Background: an optimization exercise with open tools, aiming at small area, a short achievable clock period and few clock cycles. Do not read the settings as production practice.
The RTL was checked by simulation tests, not by an equivalence proof against the original design.
Power figures rest on the tool's default switching activity, not on a simulated workload.

### flow/config.mk
export PLATFORM = sky130hd
export DESIGN_NAME = mips_cpu_muldiv
export DESIGN_NICKNAME = mips_cpu_muldiv
export VERILOG_FILES = /design/flow/design.v
export SDC_FILE = /design/flow/constraint.sdc
export NUM_CORES = 4
export LEC_CHECK = 0
export ABC_CLOCK_PERIOD_IN_PS = 3000
export CAP_MARGIN = 20
export CORE_MARGIN = 2
export CORE_UTILIZATION = 40
export SETUP_SLACK_MARGIN = 5
export SLEW_MARGIN = 20
### flow/constraint.sdc
create_clock -name core_clock -period 11.0 [get_ports {clk}]
set_input_delay 2.2000 -clock core_clock [delete_from_list [all_inputs] [get_ports {clk}]]
set_output_delay 2.2000 -clock core_clock [all_outputs]
set_load 0.01 [all_outputs]
### flow/design.v
package mips_cpu_muldiv_pkg;
  typedef enum logic [2:0] {
    MULT  = 3'd0,
    MULTU = 3'd1,
    DIV   = 3'd2,
    DIVU  = 3'd3,
    MTHI  = 3'd4,
    MTLO  = 3'd5
  } muldiv_op_t;
endpackage
module mips_cpu_muldiv_cls (
  input  logic [35:0] v,
  output logic [5:0]  n
);
  logic [63:0] m;
  assign m = {v[34:0] ^ {35{v[35]}}, 1'b1, 28'd0};
  logic [31:0]  v1;  logic [31:0]  c1;
  logic [15:0]  v2;  logic [31:0]  c2;
  logic [7:0]   v3;  logic [23:0]  c3;
  logic [3:0]   v4;  logic [15:0]  c4;
  logic [1:0]   v5;  logic [9:0]   c5;
  logic [5:0]   c6;
  for (genvar g = 0; g < 32; g++) begin : g_l1
    assign v1[g] = m[2*g+1] | m[2*g];
    assign c1[g] = ~m[2*g+1];
  end
  for (genvar g = 0; g < 16; g++) begin : g_l2
    assign v2[g] = v1[2*g+1] | v1[2*g];
    assign c2[2*g+1:2*g] = v1[2*g+1] ? {1'b0, c1[2*g+1]} : {1'b1, c1[2*g]};
  end
  for (genvar g = 0; g < 8; g++) begin : g_l3
    assign v3[g] = v2[2*g+1] | v2[2*g];
    assign c3[3*g+2:3*g] = v2[2*g+1] ? {1'b0, c2[4*g+3:4*g+2]} : {1'b1, c2[4*g+1:4*g]};
  end
  for (genvar g = 0; g < 4; g++) begin : g_l4
    assign v4[g] = v3[2*g+1] | v3[2*g];
    assign c4[4*g+3:4*g] = v3[2*g+1] ? {1'b0, c3[6*g+5:6*g+3]} : {1'b1, c3[6*g+2:6*g]};
  end
  for (genvar g = 0; g < 2; g++) begin : g_l5
    assign v5[g] = v4[2*g+1] | v4[2*g];
    assign c5[5*g+4:5*g] = v4[2*g+1] ? {1'b0, c4[8*g+7:8*g+4]} : {1'b1, c4[8*g+3:8*g]};
  end
  assign c6 = v5[1] ? {1'b0, c5[9:5]} : {1'b1, c5[4:0]};
  assign n  = c6;
endmodule
module mips_cpu_muldiv_add #(
  parameter int W = 64
) (
  input  logic [W-1:0] a,
  input  logic [W-1:0] b,
  input  logic         ci,
  output logic [W-1:0] s
);
  localparam int L = $clog2(W);
  logic [W-1:0] g [L+1];
  logic [W-1:0] p [L+1];
  logic [W-1:0] c;
  assign g[0] = a & b;
  assign p[0] = a ^ b;
  for (genvar l = 0; l < L; l++) begin : g_lvl
    for (genvar i = 0; i < W; i++) begin : g_bit
      if (((i >> l) & 1) == 1) begin : g_op
        localparam int J = ((i >> l) << l) - 1;
        assign g[l+1][i] = g[l][i] | (p[l][i] & g[l][J]);
        assign p[l+1][i] = p[l][i] & p[l][J];
      end else begin : g_pass
        assign g[l+1][i] = g[l][i];
        assign p[l+1][i] = p[l][i];
      end
    end
  end
  assign c[0] = ci;
  for (genvar i = 1; i < W; i++) begin : g_c
    assign c[i] = g[L][i-1] | (p[L][i-1] & ci);
  end
  assign s = p[0] ^ c;
endmodule
module mips_cpu_muldiv_orpre #(
  parameter int W = 35
) (
  input  logic [W-1:0] v,
  output logic [W-1:0] w
);
  localparam int L = $clog2(W);
  logic [W-1:0] o [L+1];
  assign o[0] = v;
  for (genvar l = 0; l < L; l++) begin : g_lvl
    for (genvar i = 0; i < W; i++) begin : g_bit
      if (i + (1 << l) < W) begin : g_or
        assign o[l+1][i] = o[l][i] | o[l][i + (1 << l)];
      end else begin : g_pass
        assign o[l+1][i] = o[l][i];
      end
    end
  end
  assign w = o[L];
endmodule
import mips_cpu_muldiv_pkg::*;
module mips_cpu_muldiv (
  input  logic        clk,
  input  logic        rst,
  input  logic        start,
  input  logic [2:0]  op,
  input  logic [31:0] a,
  input  logic [31:0] b,
  input  logic        flush,
  output logic        busy,
  output logic        done,
  output logic        div_by_zero,
  output logic [31:0] hi,
  output logic [31:0] lo
);
  localparam logic [3:0] PH_DSET = 4'b0001, PH_MITER = 4'b0010, PH_DITER = 4'b0100, PH_DFIN = 4'b1000;
  mips_cpu_muldiv_pkg::muldiv_op_t bus_op;
  assign bus_op = mips_cpu_muldiv_pkg::muldiv_op_t'(op);
  logic        busy_q, done_q, dbz_q;
  logic [3:0]  ph_q;
  logic        sa_q, sb_q, dsub_q, last_q;
  logic [5:0]  cnt_q;
  logic [35:0] x_q, y_q;
  logic [63:0] p_q;
  logic [31:0] hi_q, lo_q;
  logic [11:0] bc_q;           
  logic [4:0]  ptr_q;          
  function automatic logic [11:0] booth4(input logic [8:0] w);
    logic [11:0] r;
    for (int i = 0; i < 4; i++) begin
      r[3*i+2] = w[2*i+2];
      r[3*i+1] = (w[2*i+2] & ~w[2*i+1] & ~w[2*i]) | (~w[2*i+2] & w[2*i+1] & w[2*i]);
      r[3*i]   = w[2*i+1] ^ w[2*i];
    end
    booth4 = r;
  endfunction
  logic        accept, sgn_in, mul_in;
  logic [35:0] a_ext, b_ext;
  assign accept = start & ~flush & ~busy_q;
  assign sgn_in = (bus_op == MULT) | (bus_op == DIV);
  assign mul_in = (bus_op == MULT) | (bus_op == MULTU);
  assign a_ext  = {{4{sgn_in & a[31]}}, a};
  assign b_ext  = {{4{sgn_in & b[31]}}, b};
  logic [30:0] eqa_s, eqb_s, eqa_u, eqb_u;
  assign eqa_s = ~(a[30:0] ^ {31{a[31]}});
  assign eqb_s = ~(b[30:0] ^ {31{b[31]}});
  assign eqa_u = ~a[30:0];
  assign eqb_u = ~b[30:0];
  logic [4:1]  ta_s, tb_s, ta_u, tb_u, ta, tb, tm;
  logic [4:0]  hm;             
  logic        swap;
  logic [35:0] mpl, mcd;
  assign ta_s[1] = 1'b1;
  assign tb_s[1] = 1'b1;
  assign ta_u[1] = ~a[31];
  assign tb_u[1] = ~b[31];
  for (genvar j = 2; j <= 4; j++) begin : g_therm
    assign ta_s[j] = &eqa_s[30:39-8*j];
    assign tb_s[j] = &eqb_s[30:39-8*j];
    assign ta_u[j] = ~a[31] & (&eqa_u[30:39-8*j]);
    assign tb_u[j] = ~b[31] & (&eqb_u[30:39-8*j]);
  end
  assign ta   = sgn_in ? ta_s : ta_u;
  assign tb   = sgn_in ? tb_s : tb_u;
  assign swap = |(ta & ~tb);                     
  assign tm   = swap ? ta : tb;
  assign hm   = {tm[4], tm[3:1] & ~tm[4:2], ~tm[1]};
  assign mpl  = swap ? a_ext : b_ext;
  assign mcd  = swap ? b_ext : a_ext;
  function automatic logic [8:0] window(input logic [35:0] y, input logic [4:0] k);
    logic [40:0] yp;
    logic [8:0]  w;
    yp = {{4{y[35]}}, y, 1'b0};
    w  = 9'd0;
    for (int j = 0; j <= 4; j++)
      w = w | ({9{k[j]}} & yp[40-8*j -: 9]);
    window = w;
  endfunction
  logic [30:0] wa_s, wb_s, wa_u, wb_u;
  logic [31:0] wa, wb, wa1;
  logic        div_early;
  mips_cpu_muldiv_orpre #(.W(31)) u_was (.v(~eqa_s), .w(wa_s));
  mips_cpu_muldiv_orpre #(.W(31)) u_wbs (.v(~eqb_s), .w(wb_s));
  mips_cpu_muldiv_orpre #(.W(31)) u_wau (.v(~eqa_u), .w(wa_u));
  mips_cpu_muldiv_orpre #(.W(31)) u_wbu (.v(~eqb_u), .w(wb_u));
  assign wa  = sgn_in ? {1'b0, wa_s} : {a[31], wa_u | {31{a[31]}}};
  assign wb  = sgn_in ? {1'b0, wb_s} : {b[31], wb_u | {31{b[31]}}};
  assign wa1 = (sgn_in & a[31]) ? {wa[30:0], 1'b1} : wa;
  assign div_early = |(wb & ~wa1);
  logic [5:0]  ca, cb;
  logic [6:0]  s_full;
  logic [4:0]  s_div;
  mips_cpu_muldiv_cls u_cls_a (.v(p_q[35:0]), .n(ca));
  mips_cpu_muldiv_cls u_cls_b (.v(x_q), .n(cb));
  assign s_full = {1'b0, cb} - {1'b0, ca} + {6'd0, sa_q};
  assign s_div  = (s_full[5:0] > 6'd31) ? 5'd31 : (s_full[4:0] | 5'd1);
  logic        dset, miter, diter;
  logic [45:0] xs, xh, t1, t2, t3, t4, t5, s1, c1, s2, c2, s3, c3, sum;
  logic [45:0] row [4];
  logic [19:0] up, up_inc, up_dec, up_new;
  logic [63:0] p_new;
  assign dset  = ph_q[0];
  assign miter = ph_q[1];
  assign diter = ph_q[2];
  assign xs    = {{10{x_q[35]}}, x_q};
  assign xh    = {{11{x_q[35]}}, x_q[35:1]};
  for (genvar i = 0; i < 4; i++) begin : g_row
    logic [45:0] m;
    assign m = bc_q[3*i] ? xs : (bc_q[3*i+1] ? {xs[44:0], 1'b0} : 46'd0);
    if (i == 0) begin : g_r0
      assign row[i] = bc_q[3*i+2] ? ~m : m;
    end else begin : g_ri
      assign row[i] = {(bc_q[3*i+2] ? ~m[45-2*i:0] : m[45-2*i:0]), {(2*i){1'b0}}};
    end
  end
  assign t1 = miter ? {2'b00, p_q[35:0], 1'b0, bc_q[11], 1'b0, bc_q[8], 1'b0, bc_q[5], 1'b0, bc_q[2]}
                    : {{10{p_q[35]}}, p_q[35:0]};
  assign t2 = miter ? row[3] : diter ? (dsub_q ? ~xh : xh) : 46'd0;
  assign t3 = miter ? row[2] : diter ? (dsub_q ? ~xs : xs) : {46{dset & sa_q}};
  assign t4 = miter ? row[1] : 46'd0;
  assign t5 = miter ? row[0] : 46'd0;
  assign s1 = t1 ^ t2 ^ t3;
  assign c1 = {((t1[44:0] & t2[44:0]) | (t1[44:0] & t3[44:0]) | (t2[44:0] & t3[44:0])),
               diter ? dsub_q : (~miter & ~dset & sa_q)};
  assign s2 = s1 ^ c1 ^ t4;
  assign c2 = {((s1[44:0] & c1[44:0]) | (s1[44:0] & t4[44:0]) | (c1[44:0] & t4[44:0])), 1'b0};
  assign s3 = s2 ^ c2 ^ t5;
  assign c3 = {((s2[44:0] & c2[44:0]) | (s2[44:0] & t5[44:0]) | (c2[44:0] & t5[44:0])), 1'b0};
  mips_cpu_muldiv_add #(.W(46)) u_add (.a(s3), .b(c3), .ci(diter & dsub_q), .s(sum));
  assign up     = p_q[55:36];
  assign up_inc = up + 20'd1;
  assign up_dec = up - 20'd1;
  assign up_new = sum[45] ? up_dec : (sum[44] ? up_inc : up);
  assign p_new  = {up_new, sum[43:0]};
  logic [35:0] u1, u2, rnew;
  logic        acc1, acc2, acc3, qb1, qb0;
  mips_cpu_muldiv_add #(.W(36)) u_add1 (.a(p_q[35:0]), .b(dsub_q ? ~xh[35:0] : xh[35:0]),
                                        .ci(dsub_q), .s(u1));
  mips_cpu_muldiv_add #(.W(36)) u_add2 (.a(p_q[35:0]), .b(dsub_q ? ~x_q : x_q),
                                        .ci(dsub_q), .s(u2));
  assign acc1 = (u1[35] == sa_q);
  assign acc2 = (u2[35] == sa_q);
  assign acc3 = (sum[35] == sa_q);
  assign rnew = acc3 ? sum[35:0] : acc2 ? u2 : acc1 ? u1 : p_q[35:0];
  assign qb1  = acc2 | acc3;
  assign qb0  = acc3 | (acc1 & ~acc2);
  logic [31:0] qneg;
  assign qneg = -y_q[31:0];
  always_ff @(posedge clk) begin
    if (rst) begin
      busy_q <= 1'b0;
      done_q <= 1'b0;
      dbz_q  <= 1'b0;
      hi_q   <= '0;
      lo_q   <= '0;
    end else begin
      done_q <= 1'b0;
      dbz_q  <= 1'b0;
      if (!busy_q) begin
        if (accept) begin
          case (bus_op)
            MTHI: begin hi_q <= a; done_q <= 1'b1; end
            MTLO: begin lo_q <= a; done_q <= 1'b1; end
            MULT, MULTU: busy_q <= 1'b1;
            DIV, DIVU: begin
              if (b == 32'd0) begin
                done_q <= 1'b1;
                dbz_q  <= 1'b1;
              end else if (div_early) begin
                hi_q   <= a;
                lo_q   <= 32'd0;
                done_q <= 1'b1;
              end else busy_q <= 1'b1;
            end
            default: ;
          endcase
        end
      end else if (flush) begin
        busy_q <= 1'b0;
      end else begin
        if (miter && last_q) begin
          {hi_q, lo_q} <= p_new;
          done_q <= 1'b1;
          busy_q <= 1'b0;
        end
        if (diter && last_q && !sa_q && !sb_q) begin
          hi_q   <= rnew[31:0];
          lo_q   <= {y_q[29:0], qb1, qb0};
          done_q <= 1'b1;
          busy_q <= 1'b0;
        end
        if (ph_q[3]) begin
          hi_q   <= sum[31:0];
          lo_q   <= (sa_q ^ sb_q) ? qneg : y_q[31:0];
          done_q <= 1'b1;
          busy_q <= 1'b0;
        end
      end
    end
  end
  always_ff @(posedge clk) begin
    if (!busy_q) begin
      sa_q   <= a_ext[35];
      sb_q   <= b_ext[35];
      dsub_q <= (a_ext[35] == b_ext[35]);
      if (mul_in) begin
        ph_q   <= PH_MITER;
        x_q    <= mcd;
        y_q    <= mpl;
        bc_q   <= booth4(window(mpl, hm));
        ptr_q  <= hm;
        p_q    <= 64'd0;
        last_q <= hm[4];
      end else begin
        ph_q   <= PH_DSET;
        x_q    <= b_ext;
        p_q    <= {{28{a_ext[35]}}, a_ext};
      end
    end else begin
      if (dset) begin
        ph_q   <= PH_DITER;
        x_q    <= x_q << s_div;
        y_q    <= 36'd0;
        p_q[35:0] <= sum[35:0];
        cnt_q  <= {2'b11, ~s_div[4:1]};
        last_q <= s_div[4:1] == 4'd0;
      end
      if (miter) begin
        p_q    <= p_new;
        bc_q   <= booth4(window(y_q, {ptr_q[3:0], 1'b0}));
        ptr_q  <= {ptr_q[3:0], 1'b0};
        last_q <= ptr_q[3];
      end
      if (diter) begin
        p_q[35:0] <= rnew;
        y_q    <= {y_q[33:0], qb1, qb0};
        x_q    <= {{2{x_q[35]}}, x_q[35:2]};
        cnt_q  <= cnt_q + 6'd1;
        last_q <= cnt_q == 6'd62;
        if (last_q) ph_q <= PH_DFIN;
      end
    end
  end
  assign busy        = busy_q;
  assign done        = done_q;
  assign div_by_zero = dbz_q;
  assign hi          = hi_q;
  assign lo          = lo_q;
endmodule
### flow/run.sh
#!/bin/bash
# synth_recipe.tcl (not shown) runs the flow's synth.tcl, then flattens the netlist and writes it again
# the make line also repeats each setting of config.mk as NAME=value (left out here)
make -C /OpenROAD-flow-scripts/flow DESIGN_CONFIG=/design/flow/config.mk WORK_HOME=/design/flow/orfs CLKGATE_MAP_FILE= SYNTH_SCRIPT=/design/flow/synth_recipe.tcl finish
==> results of run 1 <==
worst paths after layout:
kind | depth (start not counted) | to | slack [ns]
worst min register to register | 2 | hi_q[5] | 0.47
worst max register to register | 28 | hi_q[12] | 4.53
worst max-delay path | 13 | hi_q[26] | 4.49
worst min-delay path | 2 | hi_q[5] | 0.47
through the flow:
stage / total power (W) / std cells / worst slack (ns) / hold slack (ns)
after floorplan: 0.00463 / 4177 / 4.98 / 0.456
after global placement: 0.00650 / 5102 / 2.99 / 0.453
after detailed placement: 0.00649 / 5102 / 2.90 / 0.460
after CTS: 0.00831 / 5341 / 4.65 / 0.470
after global routing: 0.00987 / 5434 / 4.42 / 0.494
final: 0.00957 / 5440 / 4.49 / 0.468
worst min-delay path, stage by stage, from the launching register on:
cell and delay (ns):
sky130_fd_sc_hd__dfxtp_1 0.31, sky130_fd_sc_hd__nand2_1 0.05, sky130_fd_sc_hd__a21oi_1 0.06
sequential cells by signal, indices dropped and copies added, names as in the netlist, 4 cells and up:
signal,cells
bc_q,12
x_q,36
cnt_q,6
y_q,32
ph_q,4
up,20
hi_q,32
ptr_q,4
lo_q,32
p_q,36
final cells by class:
| class | instances | share of cell area (%) |
|---|---|---|
| clock inverters | 6 | 0.181 |
| clock buffers | 42 | 2.03 |
| flip-flops and latches | 221 | 14.3 |
| repair buffers | 508 | 12.5 |
| well taps | 1060 | 3.19 |
| multi-input cells | 3411 | 66.1 |
| inverters | 186 | 1.70 |
| diodes | 6 | 0.0361 |
cell usage after synthesis, drive strengths merged (133+ instances only):
cell type,number,area (um^2)
a21oi,277,1390
a22oi,180,1350
clkbuf,287,1080
edfxtp,150,4500
fa,133,2660
ha,138,1730
inv,184,691
mux2i,184,1840
nand2,415,1560
nor2,278,1050
nor3,137,686
o21ai,248,1240
xnor2,219,1930
xor2,135,1180
cells by family after synthesis:
kind of cell,after synthesis,share of synthesized area [%]
compound gates,1264,25.8
xor+xnor,358,9.89
fa+ha+maj,271,13.6
buf+inv,555,6.70
flops,221,18.3
mux,207,6.50
simple gates,1301,19.2
routing by layer:
layer	vias to the layer above	wire (um)
met2	2903	67300
met3	785	21500
li1	15600	-
met5	-	89
met4	10	14400
met1	17400	58300
power by group:
part	internal [W]	switching (W)	total, W
Combinational	0.00296	0.00455	0.00751
Clock	0.000551	0.000397	0.000948
Sequential	0.000975	0.000140	0.00112
Total	0.00449	0.00508	0.00957
timing repair:
action,in CTS,in global routing
buffers inserted,167,83
pin swaps,136,102
setup endpoints to repair,208,171
hold buffers,0,0
cloned,24,10
resized for setup,439,257
==> metrics.csv, run 1 <==
stage,metric,value,unit
worst_hold_path,origin of the worst min-delay path,hi_q[5],
cells_and_area,most frequent cells in the layout,"sky130_fd_sc_hd__nand2_1 (396), sky130_fd_sc_hd__buf_4 (267), sky130_fd_sc_hd__nor2_1 (256)",
critical_path,origin of the worst setup path,b[12],
grt,global-route track usage on met2,55.1,%
routing,vias per cell,6.74,
floorplan,DIE AREA,83100,um^2
critical_path,kind of start point of the critical path,input port,
critical_path,critical path cell sequence,clkdlybuf4s50_1 > nor4_1 > nand4b_1 > nor4_1 > nor4b_1 > o22ai_1 > nor4_1 > nand4_1 > or4b_1 > buf_4 > nand2_8 > nor3_1 > a2111oi_1,
flow_run,Max Cap Viol,0,
cts,TritonCTS Buffers,26,
synth,synthesized area per cell,7.74,um^2
placed_design,dpl cell area,34500,um^2
synth,share of synthesized area occupied by flip-flops and latches,18.3,%
cts,clock slew at the register clock pins of the worst setup and hold paths,0.06,ns
cells_and_area,Post-layout nets,4696,
placed_design,final weighted congestion of routability-driven global placement,0.997,
critical_path,data arrival time of the worst path,7.01,ns
cells_and_area,final design utilization,51.8,%
floorplan,height of the die,288,um
cts,CTS tree,built,
grt,met3 usage in global routing,9.72,%
critical_path,cell type group with the largest total delay on the critical path,simple AND/OR/NAND/NOR gates,
synth,Syn. warnings,10,
grt,GRT Overall Usage,37.2,%
cts,H-tree depth,1,
floorplan,Cell Rows,104,
cells_and_area,sequential cell area,5940,um^2
critical_path,data required time of the critical path,11.49,ns
power,power density cells,230,nW/um^2
synth,nets in the synthesized netlist,4519,
grt,vias in the first global route,34200,
grt,M1 GR Usage,46.8,%
sta,setup_tns,0,ns
status,result of the run,finished clean,
routing,Routed Antenna Nets,0,
synth,netlist area before placement,32300,um^2
cells_and_area,"leading cell type in the layout, fill and taps excluded",sky130_fd_sc_hd__nand2_1,
cts,clock tree sinks,221,
routing,Vias,36700,
sta,worst setup skew after layout,0.0573,ns
sta,final setup violating endpoints,0,
cells_and_area,Finished Cell Area,41600,um^2
cells_and_area,final-layout fill cell count,7431,
grt,number of antenna violations at the first check in global routing,5,
critical_path,peak per-stage delay on the critical path,0.76,ns
cells_and_area,layout cell share with drive strength beyond 1,20.8,%
sta,final-report max-slew violation count,0,
floorplan,core box area,80300,um^2
worst_hold_path,type of the worst min-delay path,flop to flop,
routing,first drt pass iteration count,7,
grt,pin count of the biggest net entering global routing,156,
routing,number of DRC markers after the initial detailed-route iteration,5663,
sta,final worst path period share,59.2,%
sta,highest clock frequency the design can meet,154,MHz
power,Worst VDD drop,0.194,mV
synth,primary flip-flop cell chosen by synthesis mapping,sky130_fd_sc_hd__edfxtp_1,
critical_path,CP Class,input port to flop,
sta,slew of the pin with the lowest slew margin,1.26,ns
synth,Synth Register Bits,221,
grt,total gr overflow,0,
sta,unrepaired setup endpoints after global routing,true,
floorplan,total I/O pin count,138,
cts,later-pin clock latency in the skew report,0.61,ns
routing,wire length after detailed routing,162,mm
synth,Post-synth EDFFs,150,
synth,Synth cell types,96,
floorplan,die span in x,288,um
grt,most utilized layer in the global route result,met2,
critical_path,Setup crit end kind,flop,
critical_path,Crit Reg-Reg Startpoint,bc_q[6],
sta,post-layout min period,6.51,ns
floorplan,Initial Util,40.3,%
synth,share of flip-flops with an asynchronous set or reset,0,%
routing,residual DRC count,0,
critical_path,critical path's most frequent cell,sky130_fd_sc_hd__nor4_1,
critical_path,crit path buf inv count,2,
critical_path,Crit-path slowest cell,sky130_fd_sc_hd__nor4_1,
cts,Root Buffer Master,sky130_fd_sc_hd__clkbuf_16,
sta,number of failing hold endpoints at the final stage,0,
placed_design,count of input and output buffers,137,
cells_and_area,area occupied by multi-input gates,27500,um^2
power,Static Leak,16.0,nW
sta,relative slew slack,16.0,%
critical_path,CP Max Fanout,20,
grt,global-route wire length before repair,230,mm
cts,maximum buffer depth of the clock tree,3,
cells_and_area,Area growth syn-to-layout,28.6,%
routing,Routed wire per std cell,29.7,um
synth,post-synthesis instance total,4177,
placed_design,post-detailed-placement half-perimeter wirelength,109,mm
Testbench counts, summed over its fixed seeds: cycles 51,344.
==> run 2: changes to the inputs <==
==> flow/flow/run.sh (new file) <==
#!/bin/bash
# The standard layout (standard synthesis, floorplan, placement, CTS, routing), with two
# changes to how it is made: every port still gets its own buffer, but a sky130 buf_2 rather
# than the delay buffer buffer_ports picks by default, and timing repair may resize a cell to
# any footprint. make's full output goes to standard.log in this folder; each ORFS step also
# keeps its own log under orfs/logs/.
set -euo pipefail
bash standard.sh "BUFFER_PORTS_ARGS=-buffer_cell sky130_fd_sc_hd__buf_2" MATCH_CELL_FOOTPRINT=0 finish \
  > standard.log 2>&1
==> flow/standard.sh (new file) <==
#!/bin/bash
# synth_recipe.tcl (not shown) runs the flow's synth.tcl, then flattens the netlist and writes it again
# the make line also repeats each setting of config.mk as NAME=value (left out here)
make -C /OpenROAD-flow-scripts/flow DESIGN_CONFIG=/design/flow/config.mk WORK_HOME=/design/flow/orfs CLKGATE_MAP_FILE= SYNTH_SCRIPT=/design/flow/synth_recipe.tcl "${@:-finish}"
removed: flow/run.sh
==> run 2 against run 1 <==
  * The layout now fails its checks (capacitance limit, slew limit)
  * Total power grew 1.6%
  * First-iteration DRC count shrank 5.6%
  * Combinational power up 2%
  * Largest cell class unchanged
  * Highest routed layer unchanged
==> metrics.csv, run 2 <==
stage,metric,value,unit
synth,nets in the synthesized netlist,4519,
synth,Synth Register Bits,221,
cts,maximum buffer depth of the clock tree,3,
grt,pin count of the biggest net entering global routing,84,
floorplan,height of the die,288,um
worst_hold_path,hold-critical path depth,2,
critical_path,Setup crit end kind,flop,
cells_and_area,layout cell share with drive strength beyond 1,24.4,%
flow_run,Max Cap Viol,1,
synth,Syn. warnings,10,
cells_and_area,Post-layout nets,4720,
sta,slew of the pin with the lowest slew margin,1.53,ns
floorplan,total I/O pin count,138,
power,clock network power share,9.5,%
grt,vias in the first global route,34000,
sta,setup_tns,0,ns
power,internal power,0.00451,W
synth,Yosys top cell by area,sky130_fd_sc_hd__edfxtp_1,
synth,share of flip-flops with an asynchronous set or reset,0,%
routing,Vias,37100,
cells_and_area,area occupied by multi-input gates,27700,um^2
synth,Synth cell types,96,
routing,vias per cell,6.79,
sta,final setup violating endpoints,0,
cts,clock slew at the register clock pins of the worst setup and hold paths,0.07,ns
cells_and_area,Area growth syn-to-layout,27.9,%
cells_and_area,sequential cell area,5940,um^2
critical_path,data required time of the critical path,11.47,ns
power,Worst VDD drop,0.152,mV
status,result of the run,failed layout checks,
grt,global-route wire length before repair,232,mm
routing,wire length after detailed routing,165,mm
critical_path,Worst R2R Path Depth,25,
cts,clock tree sinks,221,
power,combinational share of power,79.1,%
critical_path,CP Max Fanout,11,
floorplan,Initial Util,40.3,%
cells_and_area,"leading cell type in the layout, fill and taps excluded",sky130_fd_sc_hd__nand2_1,
critical_path,CP Class,flop to flop,
grt,total gr overflow,0,
routing,Routed wire per std cell,30.2,um
power,power density cells,235,nW/um^2
cts,H-tree depth,1,
power,Psw,0.00522,W
synth,synthesized area per cell,7.74,um^2
routing,residual DRC count,0,
placed_design,count of input and output buffers,137,
status,failing layout criteria,"capacitance limit, slew limit",
critical_path,data arrival time of the worst path,6.92,ns
synth,share of synthesized area occupied by flip-flops and latches,18.3,%
routing,Routed Antenna Nets,0,
sta,final-report max-slew violation count,3,
cts,Root Buffer Master,sky130_fd_sc_hd__clkbuf_16,
sta,unrepaired setup endpoints after global routing,true,
power,sequential group share of total power,11.4,%
routing,first drt pass iteration count,7,
cts,CTS tree,built,
power,Static Leak,16.2,nW
synth,top cells by area in the synthesized netlist,"sky130_fd_sc_hd__edfxtp_1 (14%), sky130_fd_sc_hd__fa_1 (8.2%), sky130_fd_sc_hd__xnor2_1 (5.9%), sky130_fd_sc_hd__mux2i_1 (5.7%), sky130_fd_sc_hd__ha_1 (5.3%)",
floorplan,Cell Rows,104,
cts,later-pin clock latency in the skew report,0.62,ns
floorplan,core box area,80300,um^2
power,switching part of the total power,53.7,%
placed_design,final weighted congestion of routability-driven global placement,1.01,
synth,commonest cells in the netlist,"sky130_fd_sc_hd__nand2_1 (414), sky130_fd_sc_hd__clkbuf_1 (286), sky130_fd_sc_hd__a21oi_1 (277)",
sta,highest clock frequency the design can meet,155,MHz
worst_hold_path,type of the worst min-delay path,flop to flop,
sta,final worst path period share,58.6,%
grt,number of antenna violations at the first check in global routing,12,
cells_and_area,top flop regs,"p_q (36), x_q (36)",
synth,area fraction of the dominant cell type after synthesis,13.9,%
synth,Post-synth EDFFs,150,
sta,number of failing hold endpoints at the final stage,0,
synth,primary flip-flop cell chosen by synthesis mapping,sky130_fd_sc_hd__edfxtp_1,
floorplan,DIE AREA,83100,um^2
cells_and_area,most frequent cells in the layout,"sky130_fd_sc_hd__nand2_1 (401), sky130_fd_sc_hd__buf_4 (285), sky130_fd_sc_hd__nor2_1 (253)",
critical_path,critical path's most frequent cell,sky130_fd_sc_hd__buf_4,
critical_path,Crit-path slowest cell,sky130_fd_sc_hd__fa_1,
floorplan,die span in x,288,um
cells_and_area,final-layout fill cell count,7404,
synth,cell with the most instances after synthesis,sky130_fd_sc_hd__nand2_1,
critical_path,kind of start point of the critical path,flop,
placed_design,post-detailed-placement half-perimeter wirelength,110,mm
synth,netlist area before placement,32300,um^2
routing,number of DRC markers after the initial detailed-route iteration,5347,
grt,GRT Overall Usage,37.8,%
synth,post-synthesis instance total,4177,
cts,TritonCTS Buffers,25,
sta,relative slew slack,-2.85,%
critical_path,peak per-stage delay on the critical path,0.62,ns
cells_and_area,final design utilization,51.5,%
sta,post-layout min period,6.45,ns
sta,worst setup skew after layout,0.0574,ns
==> run 2: cell counts after synthesis <==
Identical to the previous run, type by type.
==> run 2: kinds of logic after synthesis <==
group / count (synthesis) / synth area share, %
DFF: 221 / 18.3
and+or+nand+nor: 1301 / 19.2
AOI/OAI and AO/OA: 1264 / 25.8
xor gates and xnor gates: 358 / 9.89
buffers and inverters: 555 / 6.70
adders and majority gates: 271 / 13.6
muxes: 207 / 6.50
==> run 2: worst paths after layout <==
path,startpoint,endpoint,slack [ns]
setup / recovery,bc_q[9],hi_q[23],4.55
hold / removal,hi_q[5],hi_q[5],0.46
setup reg to reg,bc_q[9],hi_q[23],4.55
hold reg to reg,hi_q[5],hi_q[5],0.46
==> run 2: layout make-up <==
class	instances	area share [%]
antenna	4	0.0242
clock buffer	28	1.56
sequential	221	14.4
clock inverter	18	0.514
multi-input combinational	3406	66.9
tap	1060	3.21
timing repair buffer	538	11.7
inverter	186	1.72
==> run 2: worst max-delay path: cells and delay by family, from the launching register on <==
family                     cells  cell delay, ns
and+or+nand+nor                5            1.24
xor gates and xnor gates       2            0.31
AOI/OAI and AO/OA              8            1.50
buffers and inverters          6            0.93
DFF                            1            0.44
adders and majority gates      4            1.89
==> run 2: what timing repair did <==
item	4_1_cts	5_1_grt
hold buffers	0	0
cloned	28	4
endpoints found under the setup margin	178	164
hold endpoints to repair	0	0
pin swaps	137	115
resized for setup	425	284
setup buffers	208	83
==> run 2: metal layers <==
| layer | up-vias | part of all wire, % | global-route usage [%] |
|---|---|---|---|
| li1 | 15700 | - | - |
| met4 | 14 | 9.8 | 29.3 |
| met3 | 857 | 14 | 12.1 |
| met2 | 2971 | 41 | 55.1 |
| met5 | - | 0.10 | 0 |
| met1 | 17600 | 35 | 46.2 |
==> run 2: power groups by stage <==
stage | clock network [W] | registers (W) | logic, W
floorplan | 0 | 0.00106 | 0.00357
global route | 0.000948 | 0.00111 | 0.00794
finish | 0.000928 | 0.00111 | 0.00769
detailed placement | 0 | 0.00116 | 0.00536
CTS | 0.000923 | 0.00110 | 0.00634
global placement | 0 | 0.00116 | 0.00536
==> run 2: stage by stage <==
step | cell area, um^2 | total power [W] | setup slack [ns] | hold slack (ns) | instances
after CTS | 39200 | 0.00837 | 4.72 | 0.460 | 5370
after global routing | 41400 | 0.00999 | 4.37 | 0.487 | 5457
after floorplan | 32600 | 0.00463 | 5.00 | 0.456 | 4177
final | 41400 | 0.00973 | 4.55 | 0.457 | 5461
after global placement | 33700 | 0.00652 | 3.09 | 0.448 | 5088
after detailed placement | 33700 | 0.00652 | 3.02 | 0.451 | 5088
==> run 3: changes to the inputs <==
--- a/flow/config.mk
+++ b/flow/config.mk
@@ -6,8 +6,8 @@
 export NUM_CORES = 4
 export LEC_CHECK = 0
 export ABC_CLOCK_PERIOD_IN_PS = 3000
-export CAP_MARGIN = 20
+export CAP_MARGIN = 30
 export CORE_MARGIN = 2
 export CORE_UTILIZATION = 40
 export SETUP_SLACK_MARGIN = 5
-export SLEW_MARGIN = 20
+export SLEW_MARGIN = 30
==> run 3 against run 2 <==
  * Highest routed layer unchanged
  * Now clean on timing, DRC and antenna
  * Clock-buffer cell count rose by 3
  * Maximum frequency fell by 2.0%
  * Critical endpoint is now hi_q[29]
  * Wire length is essentially flat
  * Combinational power up 0.7%
==> metrics.csv, run 3 <==
stage,metric,value,unit
routing,number of DRC markers after the initial detailed-route iteration,5679,
synth,Synth cell types,96,
placed_design,cell total after placement,5091,
status,result of the run,finished clean,
synth,commonest cells in the netlist,"sky130_fd_sc_hd__nand2_1 (414), sky130_fd_sc_hd__clkbuf_1 (286), sky130_fd_sc_hd__a21oi_1 (277)",
synth,main combinational cell family by area after synthesis,compound AO/OA/AOI/OAI gates,
cells_and_area,final-layout fill cell count,7431,
sta,minimum setup slack in the final design,4.42,ns
critical_path,CP Max Fanout,5,
synth,post-synthesis instance total,4177,
synth,xor and xnor area share after synthesis,9.89,%
routing,Routed Antenna Nets,0,
placed_design,post-detailed-placement half-perimeter wirelength,110,mm
critical_path,Setup crit end kind,flop,
cells_and_area,Post-layout nets,4690,
synth,area fraction of the dominant cell type after synthesis,13.9,%
placed_design,count of input and output buffers,137,
critical_path,Crit Reg-Reg Startpoint,bc_q[7],
cells_and_area,sequential cell area,5940,um^2
floorplan,DIE AREA,83100,um^2
synth,Yosys top cell by area,sky130_fd_sc_hd__edfxtp_1,
floorplan,die span in x,288,um
sta,worst setup skew after layout,0.0504,ns
critical_path,kind of start point of the critical path,flop,
floorplan,Cell Rows,104,
synth,nets in the synthesized netlist,4519,
synth,share of flip-flops with an asynchronous set or reset,0,%
floorplan,core box area,80300,um^2
power,power density cells,238,nW/um^2
routing,Routed wire per std cell,30.3,um
routing,vias per cell,6.78,
routing,Vias,36900,
synth,share of synthesized area occupied by flip-flops and latches,18.3,%
cts,CTS Hold Buffers Added,0,
synth,share of the synthesized area in compound gates (AO/OA/AOI/OAI),25.8,%
synth,top cells by area in the synthesized netlist,"sky130_fd_sc_hd__edfxtp_1 (14%), sky130_fd_sc_hd__fa_1 (8.2%), sky130_fd_sc_hd__xnor2_1 (5.9%), sky130_fd_sc_hd__mux2i_1 (5.7%), sky130_fd_sc_hd__ha_1 (5.3%)",
critical_path,flop-to-flop setup slack,4.42,ns
grt,global-route track usage on met2,54.8,%
grt,met3 usage in global routing,10.8,%
sta,setup_tns,0,ns
floorplan,Initial Util,40.3,%
cts,maximum buffer depth of the clock tree,3,
sta,final setup violating endpoints,0,
cts,clock tree sinks,221,
critical_path,CP Class,flop to flop,
flow_run,Max Cap Viol,0,
synth,synthesized area per cell,7.74,um^2
placed_design,final weighted congestion of routability-driven global placement,1.01,
grt,vias in the first global route,33600,
floorplan,total I/O pin count,138,
sta,final-report max-slew violation count,0,
sta,unrepaired setup endpoints after global routing,true,
critical_path,data arrival time of the worst path,7.05,ns
floorplan,height of the die,288,um
placed_design,worst slack at placement,3.08,ns
synth,Post-synth EDFFs,150,
critical_path,RR Endpoint,hi_q[29],
synth,adder-cell share of the synthesized area,13.6,%
power,Static Leak,16.1,nW
cells_and_area,top flop regs,"p_q (36), x_q (36)",
cells_and_area,layout cell share with drive strength beyond 1,23.4,%
sta,number of failing hold endpoints at the final stage,0,
cts,TritonCTS Buffers,25,
cells_and_area,most frequent cells in the layout,"sky130_fd_sc_hd__nand2_1 (397), sky130_fd_sc_hd__nor2_1 (256), sky130_fd_sc_hd__buf_4 (251)",
grt,most utilized layer in the global route result,met2,
cts,clock slew at the register clock pins of the worst setup and hold paths,0.07,ns
worst_hold_path,capture endpoint of the worst hold path,hi_q[5],
sta,relative slew slack,29.2,%
grt,total gr overflow,0,
critical_path,Worst R2R Path Depth,25,
critical_path,data required time of the critical path,11.48,ns
grt,GRT Overall Usage,37.3,%
synth,netlist area before placement,32300,um^2
cells_and_area,"leading cell type in the layout, fill and taps excluded",sky130_fd_sc_hd__nand2_1,
worst_hold_path,type of the worst min-delay path,flop to flop,
synth,primary flip-flop cell chosen by synthesis mapping,sky130_fd_sc_hd__edfxtp_1,
sta,highest clock frequency the design can meet,152,MHz
worst_hold_path,hold-critical path depth,2,
cells_and_area,number of standard cells in the final layout excluding fillers,5439,
grt,global-route wire length before repair,229,mm
routing,wire length after detailed routing,165,mm
routing,residual DRC count,0,
sta,post-layout min period,6.58,ns
synth,share of synthesized area spent on multiplexers,6.50,%
grt,M1 GR Usage,46.2,%
worst_hold_path,origin of the worst min-delay path,hi_q[5],
synth,Syn. warnings,10,
sta,final worst path period share,59.8,%
grt,pin count of the biggest net entering global routing,84,
cells_and_area,Area growth syn-to-layout,27.0,%
cells_and_area,area occupied by multi-input gates,27600,um^2
routing,first drt pass iteration count,7,
critical_path,origin of the worst setup path,bc_q[7],
synth,"area fraction in and, or, nand and nor cells after synthesis",19.2,%
cts,later-pin clock latency in the skew report,0.61,ns
cts,H-tree depth,1,
synth,Synth Register Bits,221,
cts,Root Buffer Master,sky130_fd_sc_hd__clkbuf_16,
grt,number of antenna violations at the first check in global routing,11,
power,Worst VDD drop,0.177,mV
cts,CTS tree,built,
sta,slew of the pin with the lowest slew margin,1.06,ns
synth,cell with the most instances after synthesis,sky130_fd_sc_hd__nand2_1,
[run 3: cell count changes in the layout (fill, tap and decap cells not counted), sizes merged]
cell      change
buf          -36
clkbuf        +9
diode         +8
bufinv        -2
clkinvlp      -2
inv           +1
nand2         -1
xnor3         +1
[run 3: worst max path at each step]
stage | slack (ns) | end
4_1_cts | 4.66 | hi_q[27]
6_report | 4.42 | hi_q[29]
5_1_grt | 4.30 | hi_q[11]
2_1_floorplan | 5.00 | p_q[29]
3_3_place_gp | 3.09 | hi_q[26]
3_5_place_dp | 3.08 | p_q[9]
[run 3: cell type report]
class	count	area share (%)
flip-flops and latches	221	14.5
well taps	1060	3.23
repair buffers	508	11.4
clock buffers	31	1.68
multi-input cells	3406	67.1
clock inverters	15	0.372
diodes	12	0.0731
inverters	186	1.73
[run 3: critical path: stages (launching register included)]
cell and delay [ns]:
sky130_fd_sc_hd__edfxtp_1 0.53, sky130_fd_sc_hd__nor2b_4 0.20, sky130_fd_sc_hd__buf_12 0.14, sky130_fd_sc_hd__clkbuf_16 0.16
sky130_fd_sc_hd__buf_4 0.13, sky130_fd_sc_hd__a22oi_1 0.18, sky130_fd_sc_hd__xnor2_1 0.18, sky130_fd_sc_hd__a21oi_2 0.11
sky130_fd_sc_hd__fa_1 0.53, sky130_fd_sc_hd__fa_1 0.53, sky130_fd_sc_hd__inv_1 0.06, sky130_fd_sc_hd__fa_1 0.47
sky130_fd_sc_hd__ha_1 0.36, sky130_fd_sc_hd__nand2_2 0.14, sky130_fd_sc_hd__nor3_1 0.07, sky130_fd_sc_hd__nand3_1 0.16
sky130_fd_sc_hd__a31oi_4 0.14, sky130_fd_sc_hd__or3_4 0.44, sky130_fd_sc_hd__o41ai_4 0.34, sky130_fd_sc_hd__buf_4 0.18
sky130_fd_sc_hd__xnor3_2 0.34, sky130_fd_sc_hd__buf_12 0.15, sky130_fd_sc_hd__a221oi_2 0.05, sky130_fd_sc_hd__a211o_1 0.34
sky130_fd_sc_hd__a311oi_4 0.39, sky130_fd_sc_hd__o32ai_2 0.16
[run 3: logic make-up (layout without fill, tap and decap cells)]
family	Yosys count	after routing
flops	221	221
fa+ha+maj	271	271
compound gates	1264	1265
mux	207	207
simple gates	1301	1304
buf+inv	555	740
xor+xnor	358	359
other cells	0	12
[run 3: per-stage QoR]
stage               util [%]  instance area, um^2  power [W]  hold WS (ns)
floorplan                  -                32600    0.00463         0.456
global placement        42.0                33700    0.00652         0.448
detailed placement      42.1                33800    0.00652         0.451
CTS                     48.6                39000    0.00845         0.461
global route            51.1                41100     0.0100         0.487
finish                  51.2                41100    0.00976         0.458
[run 3: what timing repair did]
item | in CTS | in global routing
setup endpoints to repair | 177 | 159
pin swaps | 152 | 109
cloned | 22 | 12
setup buffers | 191 | 64
endpoints found under the hold margin | 0 | 0
resized for setup | 431 | 252
[run 3: power breakdown]
group          switching [W]  internal (W)  total, W
registers           0.000136      0.000975   0.00111
clock network       0.000409      0.000498  0.000907
logic                0.00468       0.00306   0.00774
[run 3: per-layer routing]
metal / share of wire, % / wire length [um]
met1: 35 / 58200
met2: 41 / 67800
met3: 14 / 22700
met4: 9.6 / 15900
met5: 0.052 / 85

## port drivers added, routing unchanged
The flow's constraints put no driver on any port. The routed layouts listed below were extracted and timed again, unchanged, in two steps. Step 1: set_driving_cell puts a clkbuf_16 on clk and a buf_2 on each other input, an assumption about the parent block. Step 2 also shifts input and output timing later by t, the mid clock arrival at the registers, as if the neighbouring blocks saw the same clock. Slacks: ideal ports / drivers / drivers and shift; pairs: ideal ports / drivers.
| run | shift t [ns] | slack for setup (ns) | clock arrival spread, ns |
|---|---|---|---|
| run 1 | 0.645 | 4.486 / 4.525 / 3.880 | 0.057 / 0.058 |
| run 2 | 0.659 | 4.555 / 4.555 / 4.256 | 0.058 / 0.057 |
| run 3 | 0.645 | 4.424 / 4.424 / 4.292 | 0.051 / 0.051 |
For run 1, which loses most, drivers alone change the setup slack by +0.039 ns; drivers and shift together by -0.606 ns.
